Background: an optimization exercise with open tools, aiming at small area, a short achievable clock period and few clock cycles per item. Do not read the settings as production practice.
The RTL was checked by simulation tests, not by an equivalence proof against the original design.

== the baseline ==
## nn_mac_array
module nn_mac_array #(
    parameter int LANES  = 4,
    parameter int DWIDTH = 16,
    parameter int FRAC   = 8,
    parameter int AWIDTH = 40,
    parameter int CWIDTH = 16
) (
    input  logic                    clk,
    input  logic                    rst_n,
    input  logic                    s_valid,
    output logic                    s_ready,
    input  logic                    s_last,
    input  logic [DWIDTH-1:0]       s_x,
    input  logic [LANES*DWIDTH-1:0] s_w,
    input  logic [LANES*DWIDTH-1:0] s_bias,
    input  logic                    relu_en,
    output logic                    m_valid,
    input  logic                    m_ready,
    output logic [LANES*DWIDTH-1:0] m_data,
    output logic [LANES-1:0]        m_ovf,
    output logic [CWIDTH-1:0]       m_count,
    output logic                    busy
);
For scale: ~5100 cells after synthesis, ~690 flip-flops, about 240 I/O pins, ~0.051 mm^2 of cells after synthesis.
make LEC_CHECK=0 CAP_MARGIN=20 CORE_MARGIN=2 CORE_UTILIZATION=40 SLEW_MARGIN=20 finish   # period 8.0 ns
run.sh (not shown) runs the stock make flow with config.mk's settings and CLKGATE_MAP_FILE= SYNTH_SCRIPT=/design/flow/synth_recipe.tcl, a recipe that flattens the netlist after the stock synthesis.
Testbench counts of the baseline, summed over its fixed seeds: cycles 13,937, items 1,600.
Edits applied to the flow inputs when going from the baseline to the candidate:
# the baseline
export LEC_CHECK = 0
export CAP_MARGIN = 20
export CORE_MARGIN = 2
export CORE_UTILIZATION = 40
export SLEW_MARGIN = 20
create_clock -name core_clock -period 8.0 [get_ports {clk}]
# the candidate
export LEC_CHECK = 0
export CAP_MARGIN = 20
export CORE_MARGIN = 2
export CORE_UTILIZATION = 40
export SETUP_SLACK_MARGIN = 4.5
export SLEW_MARGIN = 20
create_clock -name core_clock -period 8.0 [get_ports {clk}]
==> summary.txt <==
- No stage failed in the candidate, and the final checks on the layout all came back clean.
- The candidate -> the baseline: count of port buffers added during placement delta 0, exact match
- Setup slack: the candidate > the baseline
- The candidate vs the baseline on period utilization: the candidate is the lower one.
- On routed wire length, the higher figure sits with the candidate, not the baseline.
- Most congested layer reported by global routing = met1: the baseline; most congested layer reported by global routing = met2: the candidate
- For the baseline, the last element of the critical path was t0_q[3][14], unlike the candidate, where it was m_data[63].

========
nn_mac_array, a different RTL version from the one above (not shown whole).
Size in the first run: ~690 flip-flops, ~240 I/O pins.
==> flow/config.mk <==
export PLATFORM = sky130hd
export DESIGN_NAME = nn_mac_array
export DESIGN_NICKNAME = nn_mac_array
export VERILOG_FILES = /design/flow/design.v
export SDC_FILE = /design/flow/constraint.sdc
export NUM_CORES = 4
export LEC_CHECK = 0
export CAP_MARGIN = 20
export CORE_MARGIN = 2
export CORE_UTILIZATION = 40
export CTS_BUF_LIST = sky130_fd_sc_hd__clkbuf_16
export CTS_CLUSTER_DIAMETER = 70
export CTS_CLUSTER_SIZE = 32
export SETUP_SLACK_MARGIN = 4.35
export SLEW_MARGIN = 20
==> flow/constraint.sdc <==
create_clock -name core_clock -period 8.0 [get_ports {clk}]
set_input_delay 1.6000 -clock core_clock [delete_from_list [all_inputs] [get_ports {clk}]]
set_output_delay 1.6000 -clock core_clock [all_outputs]
set_load 0.01 [all_outputs]
standard.sh (not shown) runs the stock make flow with config.mk's settings and CLKGATE_MAP_FILE= SYNTH_SCRIPT=/design/flow/synth_recipe.tcl, a recipe that flattens the netlist after the stock synthesis.
==> flow/flow/run.sh <==
#!/bin/bash
# The standard layout, with the port buffers taken from buf_1 instead of the
# cell buffer_ports picks by default (a larger, slower delay cell). Timing
# repair still resizes any of them that limit timing.
set -euo pipefail
export BUFFER_PORTS_ARGS="-buffer_cell sky130_fd_sc_hd__buf_1"
bash standard.sh > standard.log 2>&1
Testbench counts at the start, summed over its fixed seeds: cycles 13,941, items 1,600.
Change:
==> flow/run.sh (new file) <==
#!/bin/bash
# synth_recipe.tcl (not shown) runs the flow's synth.tcl, then flattens the netlist and writes it again
# the make line also repeats each setting of config.mk as NAME=value (left out here)
make -C /OpenROAD-flow-scripts/flow DESIGN_CONFIG=/design/flow/config.mk WORK_HOME=/design/flow/orfs CLKGATE_MAP_FILE= SYNTH_SCRIPT=/design/flow/synth_recipe.tcl finish
CTS_BUF_LIST = default   (was sky130_fd_sc_hd__clkbuf_16)
CTS_CLUSTER_DIAMETER = default   (was 70)
CTS_CLUSTER_SIZE = default   (was 32)
SETUP_SLACK_MARGIN = 4.5   (was 4.35)
removed: flow/flow/run.sh
removed: flow/standard.sh
Global-route usage climbs by 0.77 points.
Count of clock-buffer cells in the layout grows by 58.
Cell area climbs by 6.5%.
Critical path depth stays the same.
Flip-flop and latch count is unchanged.
Utilization grows by 3.0 points.
Sequential share of layout area goes down by 1.6 points.
Change:
CTS_BUF_LIST = sky130_fd_sc_hd__clkbuf_16   (was default)
CTS_CLUSTER_DIAMETER = 60   (was default)
CTS_CLUSTER_SIZE = 24   (was default)
SETUP_SLACK_MARGIN = 4.2   (was 4.5)
After rerunning: The changed run produced a clean layout. Count of clock-buffer cells in the layout came out lower by 35. Global-route usage goes down by 0.60 points. Final cell count went down by 2.0%. Fmax shrinks by 0.60%. Sequential cell count is unchanged.

========
Starting RTL as in the previous note.
clock: 8.0 ns
lec_check: 0
cap_margin: 20
core_margin: 2
core_utilization: 40
cts_buf_list: sky130_fd_sc_hd__clkbuf_16
cts_cluster_diameter: 70
cts_cluster_size: 32
setup_slack_margin: 4.2
slew_margin: 20
==> flow/flow/run.sh <==
#!/bin/bash
# The standard layout, with the port buffers taken from buf_1 instead of the
# cell buffer_ports picks by default (a larger, slower delay cell). Timing
# repair still resizes any of them that limit timing.
set -euo pipefail
export BUFFER_PORTS_ARGS="-buffer_cell sky130_fd_sc_hd__buf_1"
bash standard.sh > standard.log 2>&1
Testbench counts at the start, summed over its fixed seeds: cycles 13,941, items 1,600.
Next try:
==> flow/run.sh (new file) <==
#!/bin/bash
# synth_recipe.tcl (not shown) runs the flow's synth.tcl, then flattens the netlist and writes it again
# the make line also repeats each setting of config.mk as NAME=value (left out here)
make -C /OpenROAD-flow-scripts/flow DESIGN_CONFIG=/design/flow/config.mk WORK_HOME=/design/flow/orfs CLKGATE_MAP_FILE= SYNTH_SCRIPT=/design/flow/synth_recipe.tcl finish
- CORE_UTILIZATION: 40 -> 60
- CTS_BUF_LIST: sky130_fd_sc_hd__clkbuf_16 -> unset
- CTS_CLUSTER_DIAMETER: 70 -> unset
- CTS_CLUSTER_SIZE: 32 -> unset
- PLACE_DENSITY: unset -> 0.7
removed: flow/flow/run.sh
removed: flow/standard.sh
- The changed run went through all stages and came out clean
- wire length went down by about 4.4%
- cell area went up by about 2%
- cell count went down by 8.2%
- fmax went down by 1.7%
Next try:
- CORE_UTILIZATION: 60 -> 40
- PLACE_DENSITY: 0.7 -> unset
Effect: The changed run ran to the end with no violations; routed wire length rose by a few percent; worst setup slack gets better by 58 ps; utilization fell by 23 points; register-to-register slack gains 60 ps.
Next try:
- CTS_BUF_LIST: unset -> sky130_fd_sc_hd__clkbuf_16
- CTS_CLUSTER_DIAMETER: unset -> 70
- CTS_CLUSTER_SIZE: unset -> 32
Outcome:
- The changed run finished with timing, DRC and antenna clean
- synthesized cell count stays the same
- count of clock-buffer cells in the layout decreases by 47
- setup slack is better by 32 ps
- final area decreases slightly
- critical path depth decreases by 1
- area after synthesis is unchanged

[separate check: timing with driven ports]
In the flow no input, the clock included, has a driving cell. The finished layouts below were timed again as built, in two steps. Step 1 (the two cells are an assumption about what drives the block):
set clk [get_ports {clk}]
set_driving_cell -lib_cell sky130_fd_sc_hd__clkbuf_16 $clk
set_driving_cell -lib_cell sky130_fd_sc_hd__buf_2 [delete_from_list [all_inputs] $clk]
Step 2, shift: input delay + t, output delay - t, t = (earliest + latest rising clock arrival at the registers) / 2. This alone moves slack from input paths to output paths. Slacks: ideal ports / drivers / drivers and shift; pairs: ideal ports / drivers.
| run | t (ns) | setup slack, ns | hold WS [ns] | worst setup path at the end | worst data-port slew with drivers (ns) |
|---|---|---|---|---|---|
| the baseline | 0.761 | 3.514 / 3.514 / 3.514 | 0.328 / 0.328 / 0.328 | register to register | 0.12 |
| the candidate | 0.764 | 4.471 / 4.471 / 3.908 | 0.332 / 0.332 / 0.332 | input to register | 0.11 |
| the first run of note 2 | 0.753 | 4.259 / 4.259 / 4.163 | 0.339 / 0.339 / 0.339 | input to register | 0.11 |
| the second run of note 2 | 0.761 | 4.308 / 4.308 / 4.012 | 0.353 / 0.353 / 0.353 | input to register | 0.11 |
| the third run of note 2 | 0.724 | 4.285 / 4.285 / 3.869 | 0.348 / 0.348 / 0.348 | input to register | 0.12 |
| the first run of note 3 | 0.751 | 4.257 / 4.257 / 4.175 | 0.339 / 0.339 / 0.339 | input to register | 0.11 |
| the second run of note 3 | 0.692 | 4.190 / 4.190 / 3.852 | 0.329 / 0.329 / 0.329 | input to register | 0.11 |
| the third run of note 3 | 0.725 | 4.248 / 4.248 / 3.841 | 0.352 / 0.352 / 0.352 | input to register | 0.13 |
| the fourth run of note 3 | 0.758 | 4.281 / 4.281 / 3.693 | 0.356 / 0.356 / 0.356 | input to register | 0.16 |
After both steps setup and hold are still met in every run listed. For the fourth run of note 3, which loses most, drivers alone change the setup slack by 0.000 ns; drivers and shift together by -0.588 ns.
